What follows belongs to an exercise in optimizing a design on an open flow for small area and a short achievable clock period; a production flow would make more cautious choices. Only simulation tests tie the RTL to the original design; equivalence was not proved. Power figures rest on the tool's default switching activity, not on a simulated workload.

## red
==> flow/design.v <==
module write_back_regfile #(
    parameter logic [31:0] SP_INIT = 32'h0000_1000
) (
    input  logic        clk_40,
    input  logic        rst_n_40,
    input  logic        valid_in_40,
    input  logic        stall_40,
    input  logic [5:0]  opcode_in_40,
    input  logic [5:0]  src_reg_in_40,
    input  logic [5:0]  dest_reg_in_40,
    input  logic [5:0]  targ_reg_in_40,
    input  logic [31:0] mem_out1_40,
    input  logic [31:0] mem_out2_40,
    output logic        wb_en_40,
    output logic [4:0]  wb_addr_40,
    output logic [31:0] wb_data_40,
    output logic [31:0] retire_cnt_40,
    output logic [31:0] r0,  output logic [31:0] r1,  output logic [31:0] r2,  output logic [31:0] r3,
    output logic [31:0] r4,  output logic [31:0] r5,  output logic [31:0] r6,  output logic [31:0] r7,
    output logic [31:0] r8,  output logic [31:0] r9,  output logic [31:0] r10, output logic [31:0] r11,
    output logic [31:0] r12, output logic [31:0] r13, output logic [31:0] r14, output logic [31:0] r15,
    output logic [31:0] r16, output logic [31:0] r17, output logic [31:0] r18, output logic [31:0] r19,
    output logic [31:0] r20, output logic [31:0] r21, output logic [31:0] r22, output logic [31:0] r23,
    output logic [31:0] r24, output logic [31:0] r25, output logic [31:0] r26, output logic [31:0] r27,
    output logic [31:0] r28, output logic [31:0] r29, output logic [31:0] r30, output logic [31:0] r31
);
    localparam int unsigned NREGS   = 32;
    localparam logic [5:0]  OP_NOPE = 6'b111111;
    localparam logic [4:0]  SP_IDX  = 5'd27;
    logic [31:0] regs [1:NREGS-1];
    logic [5:0]  dec_idx;
    logic        dec_has;
    logic        wr;
    logic        acc;
    logic        retire_pend;
    logic [NREGS-1:1] row_en;
    logic sel_d, sel_t, sel_c;
    logic [NREGS-1:1] hit_d, hit_t;
    always_comb begin
        sel_d = (opcode_in_40 == 6'b110001) || (opcode_in_40 == 6'b100111);
        sel_t = (opcode_in_40 == 6'b000100) || (opcode_in_40 == 6'b011111) ||
                (opcode_in_40 == 6'b010111);
        sel_c = (opcode_in_40 == 6'b000000);
        dec_idx = sel_d ? dest_reg_in_40 : sel_t ? targ_reg_in_40 : 6'd31;
        dec_has = sel_d || sel_t || sel_c;
        acc = valid_in_40 && !stall_40;
        wr  = acc && dec_has && !dec_idx[5] && (dec_idx[4:0] != 5'd0);
        for (int i = 1; i < NREGS; i++) begin
            hit_d[i] = (dest_reg_in_40 == 6'(i));
            hit_t[i] = (targ_reg_in_40 == 6'(i));
            row_en[i] = acc && ((sel_d && hit_d[i]) || (sel_t && hit_t[i]) ||
                                (sel_c && (i == 31)));
        end
    end
    always_ff @(posedge clk_40 or negedge rst_n_40) begin
        if (!rst_n_40) begin
            wb_en_40    <= 1'b0;
            wb_addr_40  <= 5'd0;
            wb_data_40  <= 32'd0;
            retire_pend <= 1'b0;
        end else begin
            wb_en_40    <= wr;
            wb_addr_40  <= wr ? dec_idx[4:0] : 5'd0;
            wb_data_40  <= wr ? mem_out1_40 : 32'd0;
            retire_pend <= acc && (opcode_in_40 != OP_NOPE);
        end
    end
    for (genvar g = 1; g < NREGS; g++) begin : g_reg
        always_ff @(posedge clk_40 or negedge rst_n_40) begin
            if (!rst_n_40) begin
                regs[g] <= (5'(g) == SP_IDX) ? SP_INIT : 32'd0;
            end else if (row_en[g]) begin
                regs[g] <= mem_out1_40;
            end
        end
    end
    always_ff @(posedge clk_40 or negedge rst_n_40) begin
        if (!rst_n_40) begin
            retire_cnt_40 <= 32'd0;
        end else if (retire_pend) begin
            retire_cnt_40 <= retire_cnt_40 + 32'd1;
        end
    end
    assign r0  = 32'd0;
    assign r1  = regs[1];  assign r2  = regs[2];  assign r3  = regs[3];
    assign r4  = regs[4];  assign r5  = regs[5];  assign r6  = regs[6];  assign r7  = regs[7];
    assign r8  = regs[8];  assign r9  = regs[9];  assign r10 = regs[10]; assign r11 = regs[11];
    assign r12 = regs[12]; assign r13 = regs[13]; assign r14 = regs[14]; assign r15 = regs[15];
    assign r16 = regs[16]; assign r17 = regs[17]; assign r18 = regs[18]; assign r19 = regs[19];
    assign r20 = regs[20]; assign r21 = regs[21]; assign r22 = regs[22]; assign r23 = regs[23];
    assign r24 = regs[24]; assign r25 = regs[25]; assign r26 = regs[26]; assign r27 = regs[27];
    assign r28 = regs[28]; assign r29 = regs[29]; assign r30 = regs[30]; assign r31 = regs[31];
endmodule
Settings: LEC_CHECK=0, CAP_MARGIN=20, CORE_AREA=5 5 295 295, CTS_CLUSTER_DIAMETER=80, CTS_CLUSTER_SIZE=30, DIE_AREA=0 0 300 300, SETUP_SLACK_MARGIN=1.8, SLEW_MARGIN=20; clock period 4.0 ns.
standard.sh (not shown) runs the stock make flow with config.mk's settings and CLKGATE_MAP_FILE= SYNTH_SCRIPT=/design/flow/synth_recipe.tcl, a recipe that flattens the netlist after the stock synthesis.
==> flow/flow/run.sh <==
#!/bin/bash
# The standard layout, with two changes: the port buffers are the smallest
# plain buffer (buf_1) instead of the delay buffer buffer_ports picks, and
# pins may sit on adjacent tracks so that the die can be smaller.
set -euo pipefail
bash standard.sh \
  "BUFFER_PORTS_ARGS=-buffer_cell sky130_fd_sc_hd__buf_1" \
  "PLACE_PINS_ARGS=-min_distance 1 -min_distance_in_tracks" \
  finish > make.log 2>&1
What blue does differently from red at the input level:
# red
export LEC_CHECK = 0
export CAP_MARGIN = 20
export CORE_AREA = 5 5 295 295
export CTS_CLUSTER_DIAMETER = 80
export CTS_CLUSTER_SIZE = 30
export DIE_AREA = 0 0 300 300
export SETUP_SLACK_MARGIN = 1.8
export SLEW_MARGIN = 20
create_clock -name core_clock -period 4.0 [get_ports {clk_40}]
# blue
export LEC_CHECK = 0
export CAP_MARGIN = 20
export CORE_AREA = 5 5 295 295
export DIE_AREA = 0 0 300 300
export SETUP_SLACK_MARGIN = 1.8
export SLEW_MARGIN = 20
create_clock -name core_clock -period 4.0 [get_ports {clk_40}]
### Flow results
- Comparing red and blue, area of the multi-input gates is lower on blue.
- Share of the core filled with cells in the final layout for blue is higher than for red.
- On wire length, red and blue are neck and neck.
- Total power of the final layout delta for blue relative to red: about 25% higher
- blue ended up with o32a_4 as its cell with the largest stage delay on the worst path; red ended up with mux2_2.
- blue falls short of red in setup slack.
- On data arrival time at the worst-slack endpoint: between red and blue, it ends up lower for red.

-- separate check: timing with driven ports --
How much do the figures lean on ideal ports? The routed layouts below were timed once more, with nothing changed but the port constraints.
Step 1, drivers: a clkbuf_16 drives clk_40 and a buf_2 each remaining input, both assumed.
Step 2 also shifts input and output timing later by t, the mid clock arrival at the registers, as if the neighbouring blocks saw the same clock.
a / b / c = no drivers / after step 1 / after step 2; a / b = the first two.
run	t (ns)	setup slack, ns	hold WS [ns]	worst slew at a driven data input, ns
red	0.700	1.801 / 1.748 / 1.048	0.190 / 0.149 / 0.495	0.13
blue	0.724	1.742 / 1.721 / 0.996	0.183 / 0.143 / 0.492	0.13
After both steps setup and hold are still met in every run listed. The setup slack of red, which loses most, moves by -0.053 ns with the drivers and by -0.753 ns with both steps.
